What follows belongs to an exercise in optimizing a design on an open flow for small area; a production flow would make more cautious choices. The RTL was checked by simulation tests, not by an equivalence proof against the original design. Power is estimated from default activity; no workload was simulated.

$ cat flow/config.mk
export PLATFORM = sky130hd
export DESIGN_NAME = writeback_stage
export DESIGN_NICKNAME = writeback_stage
export VERILOG_FILES = /design/flow/design.v
export SDC_FILE = /design/flow/constraint.sdc
export NUM_CORES = 4
export LEC_CHECK = 0
export CAP_MARGIN = 20
export CORE_MARGIN = 2
export CORE_UTILIZATION = 40
export SLEW_MARGIN = 20
$ cat flow/constraint.sdc
create_clock -name core_clock -period 6.0 [get_ports {clk}]
set_input_delay 1.2000 -clock core_clock [delete_from_list [all_inputs] [get_ports {clk}]]
set_output_delay 1.2000 -clock core_clock [all_outputs]
set_load 0.01 [all_outputs]
$ cat flow/design.v
module writeback_stage (
    input  logic        clk,
    input  logic        reset,
    input  logic        mem_valid,
    output logic        mem_ready,
    input  logic [63:0] loaded_data,
    input  logic [63:0] alu_data,
    input  logic        mem_to_reg,
    input  logic        reg_write,
    input  logic [4:0]  dest_reg,
    input  logic [1:0]  load_size,
    input  logic        load_unsigned,
    input  logic [4:0]  rs1_addr,
    input  logic [4:0]  rs2_addr,
    output logic [63:0] rs1_data,
    output logic [63:0] rs2_data,
    output logic        wb_valid,
    output logic [4:0]  wb_dest,
    output logic [63:0] wb_data,
    output logic [63:0] retired_count
);
    typedef enum logic {IDLE = 1'b0, COMMIT = 1'b1} state_t;
    state_t      state_q;
    logic        wb_valid_q;
    logic [4:0]  wb_dest_q;
    logic [63:0] wb_data_q;
    logic        wb_rw_q;
    logic [63:0] retired_q;
    logic [63:0] regs_q [32];
    logic [63:0] shifted;
    logic [63:0] load_ext;
    logic [63:0] wb_data_d;
    logic        sgn;
    always_comb begin
        shifted  = loaded_data >> {alu_data[2:0], 3'b000};
        sgn      = 1'b0;
        load_ext = shifted;
        case (load_size)
            2'd0: begin
                sgn      = ~load_unsigned & shifted[7];
                load_ext = {{56{sgn}}, shifted[7:0]};
            end
            2'd1: begin
                sgn      = ~load_unsigned & shifted[15];
                load_ext = {{48{sgn}}, shifted[15:0]};
            end
            2'd2: begin
                sgn      = ~load_unsigned & shifted[31];
                load_ext = {{32{sgn}}, shifted[31:0]};
            end
            default: load_ext = shifted;
        endcase
        wb_data_d = mem_to_reg ? load_ext : alu_data;
    end
    always_ff @(posedge clk) begin
        if (reset) begin
            state_q    <= IDLE;
            wb_valid_q <= 1'b0;
            wb_dest_q  <= 5'd0;
            wb_data_q  <= 64'd0;
            wb_rw_q    <= 1'b0;
            retired_q  <= 64'd0;
            for (int i = 0; i < 32; i++) regs_q[i] <= 64'd0;
        end else begin
            case (state_q)
                IDLE: begin
                    if (mem_valid) begin
                        state_q    <= COMMIT;
                        wb_valid_q <= 1'b1;
                        wb_dest_q  <= dest_reg;
                        wb_data_q  <= wb_data_d;
                        wb_rw_q    <= reg_write;
                    end
                end
                COMMIT: begin
                    state_q    <= IDLE;
                    wb_valid_q <= 1'b0;
                    retired_q  <= retired_q + 64'd1;
                    if (wb_rw_q && (wb_dest_q != 5'd0)) regs_q[wb_dest_q] <= wb_data_q;
                end
                default: state_q <= IDLE;
            endcase
        end
    end
    always_comb begin
        rs1_data = (rs1_addr == 5'd0) ? 64'd0 : regs_q[rs1_addr];
        rs2_data = (rs2_addr == 5'd0) ? 64'd0 : regs_q[rs2_addr];
    end
    assign mem_ready     = (state_q == IDLE);
    assign wb_valid      = wb_valid_q;
    assign wb_dest       = wb_dest_q;
    assign wb_data       = wb_data_q;
    assign retired_count = retired_q;
endmodule
$ cat flow/run.sh
#!/bin/bash
# synth_recipe.tcl (not shown) runs the flow's synth.tcl, then flattens the netlist and writes it again
# the make line also repeats each setting of config.mk as NAME=value (left out here)
make -C /OpenROAD-flow-scripts/flow DESIGN_CONFIG=/design/flow/config.mk WORK_HOME=/design/flow/orfs CLKGATE_MAP_FILE= SYNTH_SCRIPT=/design/flow/synth_recipe.tcl finish
==> results.cfg <==
[placement]
io_buffers = 413
place_hpwl_um = 275000
gp_congestion = 0.925
place_inst = 11400

[clocking]
root_buffer = clkbuf_16
hold_buffers = 0
cts_tree = built
clk_pin_slew_ns = 0.06
clock_sinks = 2184
cts.htree.levels = 4
ctsResizeCount = 0
cts_buffers = 238
cts_buffer_depth = 4
clk_latency_ns = 0.93
cts_setup_buffers = 0

[yosys]
dominantRegCellSynth = edfxtp_1
synth_edf_count = 2048
yosys_warnings = 1
ys_async_sr_fraction_pct = 0
syn_avg_cell_area_um2 = 15.3
ys_ff_latch = 2184
yosysSeqAreaShare_pct = 55.4
netlist_area_um2 = 116000
syn_inst = 7575
yosysTopAreaCell = edfxtp_1
synthTopCellsByArea = edfxtp_1 53%, mux4_2 24%, and2_1 11%, dfxtp_1 2.4%, clkbuf_1 2.0%
yosys.area.top_type_share_pct = 53.1
synthDistinctLibCells = 62

[sta]
tightest_slew_ns = 1.16
period_needed_ns = 5.76
finalSetupViolCount = 0
hold_violations = 0
drv_slew = 0
fin_crit_sh_pct = 96.0
final.setup_skew_ns = 0.0605
max_freq_ghz = 0.174
rsz0062_at_grt = false
fin_setup_tns_ns = 0
relSlewSlack_pct = 21.9

[critical_path]
crit_type = in -> out
cp_max_fo = 26
crit_path_end_kind = output port
cp.arrival_ns = 4.56
start_kind = primary input
required_ns = 4.80

[global_route]
grt_max_degree = 74
first_global_vias = 75900
grt_use_total_pct = 30.3
gr-total-overflow = 0
grt_first_pass_wirelength_um = 616000
antenna_found_initial = 55

[floorplanning]
die_area_um2 = 294000
die_w_um = 542
die_y_um = 542
core.rowCount = 197
core_area_um2 = 288000
ioPinCount = 414
initial_utilization_pct = 40.2

[finish]
area_growth_pct = 15.8
layout_common_cells = 2048 x edfxtp_1, 1987 x and2_1, 1243 x mux4_2
stdcell_count = 11900
layout.nets = 8050
layout_commonest_cell = edfxtp_1
drive_above_1_share_pct = 26.9

[drt]
drt-total-wl_um = 450000
drc = 0
vias = 75400
wl_per_cell_um = 37.8
viasPerCell = 6.34
postRouteAntennaNets = 0
dr.pass1.iters = 8
dr.first_iter.drc_count = 11700

[outcome]
status = finished clean

[power_and_ir_drop]
cellPowerDensity_nw_per_um2 = 274
leakage_nw = 46.9
irDropWorstVdd_mv = 0.240

[flow_run]
maxCapViolCount = 0

[min_path]
holdCritPathClass = reg -> reg
## critical path, cell delays in order
cell             delay, ns
buf_8                 0.31
buf_12                0.26
buf_12                0.26
mux4_2                0.55
mux4_2                0.47
inv_1                 0.14
o21ai_0               0.41
buf_4                 0.32
clkdlybuf4s50_1       0.52
## area by class of cell
type / instances / area, um^2
multi-input cells: 4543 / 48600
well taps: 3781 / 4730
clock buffers: 286 / 6250
diodes: 14 / 35.0
fillers: 24400 / 154000
repair buffers: 833 / 8750
inverters: 98 / 368
flip-flops and latches: 2184 / 64200
clock inverters: 148 / 1150
## path summary, 6_finish.rpt
path / depth (start not counted) / end / slack (ns) / startpoint
worst max-delay path: 9 / rs1_data[34] / 0.24 / rs1_addr[0]
worst max register to register: 7 / regs_q[5][35]$_SDFFCE_PN0P_ / 1.97 / state_q$_SDFF_PP0_
worst min-delay path: 2 / wb_data_q[52]$_SDFFE_PP0P_ / 0.47 / wb_data_q[52]$_SDFFE_PP0P_
worst min register to register: 2 / wb_data_q[52]$_SDFFE_PP0P_ / 0.47 / wb_data_q[52]$_SDFFE_PP0P_
## report_power, final
group	leakage [nW]	internal [W]	switching [W]
Combinational	21.1	0.00203	0.00268
Clock	3.62	0.00809	0.00633
Sequential	22.1	0.0172	0.000408
Total	46.9	0.0273	0.00942
## through the flow
stage          util (%)  hold WS [ns]  worst slack [ns]  instance area [um^2]  power (W)
6_report           46.5         0.467             0.241                134000     0.0367
5_1_grt            46.5         0.494             0.209                134000     0.0375
4_1_cts            46.5         0.478             0.174                134000     0.0367
3_5_place_dp       44.0         0.464             0.180                127000     0.0225
3_3_place_gp       43.9         0.442             0.184                127000     0.0225
2_1_floorplan         -         0.436              1.72                116000     0.0202
## Yosys cell counts, types with 20 or more instances
master	count
edfxtp_1	2048
nand4_1	20
mux2_2	61
a21oi_1	102
or4_1	20
or2_2	35
inv_1	98
buf_1	47
nor2_1	143
nand3_1	27
nand2_1	250
clkbuf_1	626
o21ai_0	230
mux2i_1	106
a21boi_0	22
and2_1	1987
buf_2	133
o31ai_1	22
nor3_1	20
dfxtp_1	136
mux4_2	1243
## flip-flops by register name (all words and copies together) (netlist names)
name,count
regs_q,2048
retired_q,64
wb_rw_q,1
wb_valid_q,1
wb_data_q,64
wb_dest_q,5
state_q,1
## routing by layer
layer | vias up | global-route usage (%) | share of wire, %
met5 | - | 0 | 0.040
met4 | 26 | 18.2 | 6.9
met3 | 1191 | 6.99 | 11
met2 | 5047 | 48.0 | 47
met1 | 39500 | 38.0 | 35
li1 | 29600 | - | -
## cells by family (layout without fill, tap and decap cells)
group           count (synthesis)  in the layout  synth area share, %
other cells                     1             78              0.00324
simple gates                 2577           2577                 13.1
fa+ha+maj                       1              1               0.0108
mux                          1410           1410                 25.7
compound gates                466            466                 2.49
buf+inv                       911           1365                 3.12
flops                        2184           2184                 55.4
xor+xnor                       25             25                0.189

-- separate check: timing with driven ports --
The results above use ideal ports. As a check the final layout listed here was re-extracted and re-timed, cells and wires unchanged. Step 1 (the two cells are an assumption about what drives the block):
set clk [get_ports {clk}]
set_driving_cell -lib_cell sky130_fd_sc_hd__clkbuf_16 $clk
set_driving_cell -lib_cell sky130_fd_sc_hd__buf_2 [delete_from_list [all_inputs] $clk]
Step 2 times the ports against the registers' clock, not the clock port: input delays grow and output delays shrink by t, the midpoint of the rising clock arrivals with the driver on. Slacks: no drivers / after step 1 / after step 2; pairs: no drivers / after step 1.
t (ns): 0.992
setup slack, ns: 0.241 / 0.185 / 0.185
hold WS [ns]: 0.467 / 0.467 / 0.467
worst slew at a driven data input, ns: 0.21
cell pins on the clock port's net: 1
After both steps this run still meets setup and hold. For this run, drivers alone change the setup slack by -0.056 ns; drivers and shift together by -0.056 ns.
